From an optimization exercise on the open Yosys and OpenROAD flow, aimed at small area, a short achievable clock period and few clock cycles per item; shortcuts taken in it are not production practice.
At most, simulation tests tie the RTL to the original design; equivalence was not proved.
Power is estimated from default activity; no workload was simulated.

==> flow/design.v <==
`default_nettype none
package idt_pkg;
	localparam int LEVEL_BITS = 12;
	localparam int IN_COL_BITS = 12;
	typedef enum logic [1:0] {
		KIND_INDENT = 2'd0,
		KIND_DEDENT = 2'd1,
		KIND_ERROR  = 2'd2
	} token_kind_t;
	typedef enum logic [1:0] {
		ERR_NONE     = 2'd0,
		ERR_DEPTH    = 2'd1,
		ERR_MISMATCH = 2'd2
	} error_code_t;
	typedef struct packed {
		logic                  last;
		logic [LEVEL_BITS-1:0] level;
		error_code_t           code;
		token_kind_t           kind;
	} result_t;
endpackage
`default_nettype wire
`default_nettype none
module idt_stack_ram #(
	parameter int DEPTH = 64,
	parameter int WIDTH = 12
) (
	input  wire logic             clk,
	input  wire logic             arst_n,
	input  wire logic             push,
	input  wire logic             pop,
	input  wire logic [WIDTH-1:0] wr_data,
	output logic      [WIDTH-1:0] top,
	output logic      [WIDTH-1:0] second
);
	localparam int N = DEPTH - 1;
	logic [WIDTH-1:0] mem [N];
	logic hold;
	assign hold = !push && !pop;
	always_ff @(posedge clk or negedge arst_n) begin
		if (!arst_n) begin
			mem[0] <= '0;
		end else begin
			mem[0] <= ({WIDTH{push}} & wr_data) | ({WIDTH{pop}} & mem[1]) | ({WIDTH{hold}} & mem[0]);
		end
	end
	always_ff @(posedge clk) begin
		for (int i = 1; i < N - 1; i++) begin
			mem[i] <= ({WIDTH{push}} & mem[i-1]) | ({WIDTH{pop}} & mem[i+1]) | ({WIDTH{hold}} & mem[i]);
		end
		mem[N-1] <= ({WIDTH{push}} & mem[N-2]) | ({WIDTH{hold}} & mem[N-1]);
	end
	assign top    = mem[0];
	assign second = mem[1];
endmodule
`default_nettype wire
`default_nettype none
module idt_ctrl #(
	parameter int STACK_DEPTH = 64,
	parameter int COLUMN_BITS = 12
) (
	input  wire logic                   clk,
	input  wire logic                   arst_n,
	input  wire logic                   in_valid,
	output logic                        in_take,
	input  wire logic [COLUMN_BITS-1:0] in_col,
	input  wire logic                   in_skip,
	input  wire logic [COLUMN_BITS-1:0] in_nxt_col,
	output logic                        out_valid,
	input  wire logic                   out_ready,
	output idt_pkg::result_t            out_res,
	output logic                        st_push,
	output logic                        st_pop,
	input  wire logic [COLUMN_BITS-1:0] st_top,
	input  wire logic [COLUMN_BITS-1:0] st_second
);
	localparam int DW = $clog2(STACK_DEPTH);
	localparam int LB = idt_pkg::LEVEL_BITS;
	logic [DW-1:0]          d_q, d_d;
	logic                   full_q, full_d;  
	logic                   halted_q, halted_d;
	logic                   busy_q, busy_d;  
	logic                   errp_q, errp_d;  
	logic [DW-1:0]          owe_q, owe_d;    
	logic                   owing;           
	logic [COLUMN_BITS-1:0] col_q, col_d;
	logic                   out_valid_q, out_valid_d;
	idt_pkg::result_t       out_res_q, out_res_d;
	logic                   out_free;
	logic [COLUMN_BITS-1:0] top, sec, col_e;
	logic                   in_gt, in_lt, sec_gt, sec_eq;
	logic                   gt_q, lt_q, gt_d, lt_d;
	logic                   head_load;
	assign out_free = !out_valid_q || out_ready;
	assign owing    = owe_q != '0;
	assign top      = st_top;
	assign sec      = st_second;
	assign col_e    = busy_q ? col_q : in_col;
	assign in_gt    = gt_q;
	assign in_lt    = lt_q;
	assign sec_gt   = sec > col_e;
	assign sec_eq   = sec == col_e;
	assign out_valid = out_valid_q;
	assign out_res   = out_res_q;
	always_comb begin
		d_d         = d_q;
		halted_d    = halted_q;
		busy_d      = busy_q;
		errp_d      = errp_q;
		owe_d       = owe_q;
		col_d       = col_q;
		out_valid_d = out_valid_q && !out_ready;
		out_res_d   = out_res_q;
		in_take     = 1'b0;
		st_push     = 1'b0;
		st_pop      = 1'b0;
		if (errp_q) begin
			if (out_free) begin
				errp_d         = 1'b0;
				halted_d       = 1'b1;
				out_valid_d    = 1'b1;
				out_res_d.last  = 1'b1;
				out_res_d.level = LB'(top);
				out_res_d.code  = idt_pkg::ERR_MISMATCH;
				out_res_d.kind  = idt_pkg::KIND_ERROR;
			end
		end else if (busy_q) begin
			if (out_free) begin
				st_pop = 1'b1;
			end
			if (in_valid && (in_skip || in_col == col_q)) begin
				in_take = 1'b1;
				owe_d   = owe_q + DW'(1);
			end
		end else if (owing) begin
			if (out_free) begin
				owe_d          = owe_q - DW'(1);
				out_valid_d    = 1'b1;
				out_res_d.last  = 1'b1;
				out_res_d.level = LB'(top);
				out_res_d.code  = idt_pkg::ERR_NONE;
				out_res_d.kind  = idt_pkg::KIND_ERROR;
			end
		end else if (in_valid && out_free) begin
			in_take = 1'b1;
			col_d   = in_col;
			if (halted_q) begin
				out_valid_d    = 1'b1;
				out_res_d.last  = 1'b1;
				out_res_d.level = LB'(top);
				out_res_d.code  = idt_pkg::ERR_NONE;
				out_res_d.kind  = idt_pkg::KIND_ERROR;
			end else if (!in_skip) begin
				if (in_gt) begin
					out_valid_d = 1'b1;
					out_res_d.last = 1'b1;
					if (full_q) begin
						halted_d        = 1'b1;
						out_res_d.level = LB'(top);
						out_res_d.code  = idt_pkg::ERR_DEPTH;
						out_res_d.kind  = idt_pkg::KIND_ERROR;
					end else begin
						st_push         = 1'b1;
						out_res_d.level = LB'(in_col);
						out_res_d.code  = idt_pkg::ERR_NONE;
						out_res_d.kind  = idt_pkg::KIND_INDENT;
					end
				end else if (in_lt) begin
					st_pop = 1'b1;
				end
			end
		end
		head_load = in_take || !in_valid;
		if (head_load) begin
			if (st_push) begin
				gt_d = in_nxt_col > in_col;
				lt_d = in_nxt_col < in_col;
			end else if (st_pop) begin
				gt_d = in_nxt_col > sec;
				lt_d = in_nxt_col < sec;
			end else begin
				gt_d = in_nxt_col > top;
				lt_d = in_nxt_col < top;
			end
		end else begin
			if (st_pop) begin
				gt_d = in_col > sec;
				lt_d = in_col < sec;
			end else begin
				gt_d = in_col > top;
				lt_d = in_col < top;
			end
		end
		if (st_pop) begin
			busy_d          = sec_gt;
			errp_d          = !sec_gt && !sec_eq;
			if (sec_eq) begin
				owe_d = '0;
			end
			out_valid_d     = 1'b1;
			out_res_d.last  = sec_eq;
			out_res_d.level = LB'(sec);
			out_res_d.code  = idt_pkg::ERR_NONE;
			out_res_d.kind  = idt_pkg::KIND_DEDENT;
		end
		full_d = full_q;
		if (st_push) begin
			d_d    = d_q + DW'(1);
			full_d = d_q == DW'(STACK_DEPTH - 2);
		end else if (st_pop) begin
			d_d    = d_q - DW'(1);
			full_d = 1'b0;
		end
	end
	always_ff @(posedge clk or negedge arst_n) begin
		if (!arst_n) begin
			d_q         <= '0;
			full_q      <= 1'b0;
			halted_q    <= 1'b0;
			busy_q      <= 1'b0;
			errp_q      <= 1'b0;
			owe_q       <= '0;
			out_valid_q <= 1'b0;
		end else begin
			d_q         <= d_d;
			full_q      <= full_d;
			halted_q    <= halted_d;
			busy_q      <= busy_d;
			errp_q      <= errp_d;
			owe_q       <= owe_d;
			out_valid_q <= out_valid_d;
		end
	end
	always_ff @(posedge clk) begin
		col_q     <= col_d;
		gt_q      <= gt_d;
		lt_q      <= lt_d;
		out_res_q <= out_res_d;
	end
endmodule
`default_nettype wire
`default_nettype none
module indent_dedent_tracker_core #(
	parameter int STACK_DEPTH = 64,
	parameter int COLUMN_BITS = 12
) (
	input  wire logic        clk,
	input  wire logic        arst_n,
	input  wire logic        s_tvalid,
	output logic             s_tready,
	input  wire logic [15:0] s_tdata,   
	input  wire logic [0:0]  s_tuser,   
	output logic             m_tvalid,
	input  wire logic        m_tready,
	output logic [15:0]      m_tdata,   
	output logic [1:0]       m_tuser,   
	output logic             m_tlast
);
	localparam int CB = idt_pkg::IN_COL_BITS;
	logic          head_v_q, rdy_q;
	logic [CB:0]   head_q, skid_q;    
	logic          acc, take;
	logic [CB:0]   in_item;
	assign s_tready = rdy_q;
	assign acc      = s_tvalid && rdy_q;
	assign in_item  = {s_tuser[0], s_tdata[CB-1:0]};
	always_ff @(posedge clk or negedge arst_n) begin
		if (!arst_n) begin
			head_v_q <= 1'b0;
			rdy_q    <= 1'b1;
		end else begin
			if (!head_v_q || take) begin
				head_v_q <= !rdy_q || acc;
				rdy_q    <= 1'b1;
			end else begin
				rdy_q    <= rdy_q && !acc;
			end
		end
	end
	always_ff @(posedge clk) begin
		if (!head_v_q || take) begin
			head_q <= rdy_q ? in_item : skid_q;
		end
		if (rdy_q) begin
			skid_q <= in_item;
		end
	end
	idt_pkg::result_t       res;
	logic                   push, pop;
	logic [COLUMN_BITS-1:0] st_top, st_second;
	idt_ctrl #(
		.STACK_DEPTH (STACK_DEPTH),
		.COLUMN_BITS (COLUMN_BITS)
	) u_ctrl (
		.clk       (clk),
		.arst_n    (arst_n),
		.in_valid  (head_v_q),
		.in_take   (take),
		.in_col    (head_q[CB-1:0]),
		.in_skip   (head_q[CB]),
		.in_nxt_col (rdy_q ? in_item[CB-1:0] : skid_q[CB-1:0]),
		.out_valid (m_tvalid),
		.out_ready (m_tready),
		.out_res   (res),
		.st_push   (push),
		.st_pop    (pop),
		.st_top    (st_top),
		.st_second (st_second)
	);
	idt_stack_ram #(
		.DEPTH (STACK_DEPTH),
		.WIDTH (COLUMN_BITS)
	) u_stack (
		.clk     (clk),
		.arst_n  (arst_n),
		.push    (push),
		.pop     (pop),
		.wr_data (head_q[CB-1:0]),
		.top     (st_top),
		.second  (st_second)
	);
	assign m_tdata = {2'b00, res.level, res.code};
	assign m_tuser = res.kind;
	assign m_tlast = res.last;
endmodule
`default_nettype wire
==> flow/config.mk <==
export PLATFORM = sky130hd
export DESIGN_NAME = indent_dedent_tracker_core
export DESIGN_NICKNAME = indent_dedent_tracker_core
export VERILOG_FILES = /design/flow/design.v
export SDC_FILE = /design/flow/constraint.sdc
export NUM_CORES = 4
export LEC_CHECK = 0
export CAP_MARGIN = 20
export CORE_MARGIN = 2
export CORE_UTILIZATION = 40
export PLACE_DENSITY = 0.6
export SLEW_MARGIN = 20
==> flow/constraint.sdc <==
create_clock -name core_clock -period 5.0 [get_ports {clk}]
set_input_delay 1.0000 -clock core_clock [delete_from_list [all_inputs] [get_ports {clk}]]
set_output_delay 1.0000 -clock core_clock [all_outputs]
set_load 0.01 [all_outputs]
run.sh (not shown) runs the stock make flow with config.mk's settings and CLKGATE_MAP_FILE= SYNTH_SCRIPT=/design/flow/synth_recipe.tcl, a recipe that flattens the netlist after the stock synthesis.
The first run finished with timing, DRC and antenna clean.
Change:
--- a/flow/design.v
+++ b/flow/design.v
@@ -64,9 +64,8 @@
 	input  wire logic                   in_valid,
 	output logic                        in_take,
 	input  wire logic [COLUMN_BITS-1:0] in_col,
 	input  wire logic                   in_skip,
-	input  wire logic [COLUMN_BITS-1:0] in_nxt_col,
 	output logic                        out_valid,
 	input  wire logic                   out_ready,
 	output idt_pkg::result_t            out_res,
 	output logic                        st_push,
@@ -80,25 +79,20 @@
 	logic                   full_q, full_d;  
 	logic                   halted_q, halted_d;
 	logic                   busy_q, busy_d;  
 	logic                   errp_q, errp_d;  
-	logic [DW-1:0]          owe_q, owe_d;    
-	logic                   owing;           
 	logic [COLUMN_BITS-1:0] col_q, col_d;
 	logic                   out_valid_q, out_valid_d;
 	idt_pkg::result_t       out_res_q, out_res_d;
 	logic                   out_free;
 	logic [COLUMN_BITS-1:0] top, sec, col_e;
 	logic                   in_gt, in_lt, sec_gt, sec_eq;
-	logic                   gt_q, lt_q, gt_d, lt_d;
-	logic                   head_load;
 	assign out_free = !out_valid_q || out_ready;
-	assign owing    = owe_q != '0;
 	assign top      = st_top;
 	assign sec      = st_second;
 	assign col_e    = busy_q ? col_q : in_col;
-	assign in_gt    = gt_q;
-	assign in_lt    = lt_q;
+	assign in_gt    = in_col > top;
+	assign in_lt    = in_col < top;
 	assign sec_gt   = sec > col_e;
 	assign sec_eq   = sec == col_e;
 	assign out_valid = out_valid_q;
 	assign out_res   = out_res_q;
@@ -106,9 +100,8 @@
 		d_d         = d_q;
 		halted_d    = halted_q;
 		busy_d      = busy_q;
 		errp_d      = errp_q;
-		owe_d       = owe_q;
 		col_d       = col_q;
 		out_valid_d = out_valid_q && !out_ready;
 		out_res_d   = out_res_q;
 		in_take     = 1'b0;
@@ -127,21 +120,8 @@
 		end else if (busy_q) begin
 			if (out_free) begin
 				st_pop = 1'b1;
 			end
-			if (in_valid && (in_skip || in_col == col_q)) begin
-				in_take = 1'b1;
-				owe_d   = owe_q + DW'(1);
-			end
-		end else if (owing) begin
-			if (out_free) begin
-				owe_d          = owe_q - DW'(1);
-				out_valid_d    = 1'b1;
-				out_res_d.last  = 1'b1;
-				out_res_d.level = LB'(top);
-				out_res_d.code  = idt_pkg::ERR_NONE;
-				out_res_d.kind  = idt_pkg::KIND_ERROR;
-			end
 		end else if (in_valid && out_free) begin
 			in_take = 1'b1;
 			col_d   = in_col;
 			if (halted_q) begin
@@ -169,35 +149,11 @@
 					st_pop = 1'b1;
 				end
 			end
 		end
-		head_load = in_take || !in_valid;
-		if (head_load) begin
-			if (st_push) begin
-				gt_d = in_nxt_col > in_col;
-				lt_d = in_nxt_col < in_col;
-			end else if (st_pop) begin
-				gt_d = in_nxt_col > sec;
-				lt_d = in_nxt_col < sec;
-			end else begin
-				gt_d = in_nxt_col > top;
-				lt_d = in_nxt_col < top;
-			end
-		end else begin
-			if (st_pop) begin
-				gt_d = in_col > sec;
-				lt_d = in_col < sec;
-			end else begin
-				gt_d = in_col > top;
-				lt_d = in_col < top;
-			end
-		end
 		if (st_pop) begin
 			busy_d          = sec_gt;
 			errp_d          = !sec_gt && !sec_eq;
-			if (sec_eq) begin
-				owe_d = '0;
-			end
 			out_valid_d     = 1'b1;
 			out_res_d.last  = sec_eq;
 			out_res_d.level = LB'(sec);
 			out_res_d.code  = idt_pkg::ERR_NONE;
@@ -218,24 +174,20 @@
 			full_q      <= 1'b0;
 			halted_q    <= 1'b0;
 			busy_q      <= 1'b0;
 			errp_q      <= 1'b0;
-			owe_q       <= '0;
 			out_valid_q <= 1'b0;
 		end else begin
 			d_q         <= d_d;
 			full_q      <= full_d;
 			halted_q    <= halted_d;
 			busy_q      <= busy_d;
 			errp_q      <= errp_d;
-			owe_q       <= owe_d;
 			out_valid_q <= out_valid_d;
 		end
 	end
 	always_ff @(posedge clk) begin
 		col_q     <= col_d;
-		gt_q      <= gt_d;
-		lt_q      <= lt_d;
 		out_res_q <= out_res_d;
 	end
 endmodule
 `default_nettype wire
@@ -297,9 +249,8 @@
 		.in_valid  (head_v_q),
 		.in_take   (take),
 		.in_col    (head_q[CB-1:0]),
 		.in_skip   (head_q[CB]),
-		.in_nxt_col (rdy_q ? in_item[CB-1:0] : skid_q[CB-1:0]),
 		.out_valid (m_tvalid),
 		.out_ready (m_tready),
 		.out_res   (res),
 		.st_push   (push),
Result: The changed run produced a clean layout; design area fell by 3.0%; power goes up by 28%; hold slack improved by 17 ps; combinational power rises to 3.5 times its value; routed wire length falls by 12%; core utilization grows by 0.23 points; worst setup slack degrades by 620 ps; die area came out lower by 3.0%; synthesized cell count went down by 26%; synthesized area is lower by 3.0%; via count came out lower by 16%; sequential cell count falls by 8.
Testbench counts after the change, summed over its fixed seeds: cycles 5,306, lines 4,800.
Function not checked in the first run of this note: the RTL went through the layout flow alone.

[separate check: timing with driven ports]
The results above use ideal ports. As a check the final layouts listed here were re-extracted and re-timed, cells and wires unchanged.
Step 1 sets driving cells, clkbuf_16 on the clock port and buf_2 on the other inputs (assumed; they add their load-dependent delay and slew).
Step 2 also shifts input and output timing later by t, the mid clock arrival at the registers, as if the neighbouring blocks saw the same clock.
Three values: ideal ports, drivers, drivers and shift; two values: the first two.
run | shift t [ns] | setup slack, ns | worst setup path at the end | latest minus earliest clock arrival (ns)
the first run | 0.697 | 1.548 / 1.557 / 0.873 | input to register | 0.031 / 0.031
the second run | 0.678 | 0.924 / 0.924 / 0.551 | input to register | 0.025 / 0.025
After both steps setup and hold are still met in every run listed. The setup slack of the first run, which loses most, moves by +0.009 ns with the drivers and by -0.675 ns with both steps.
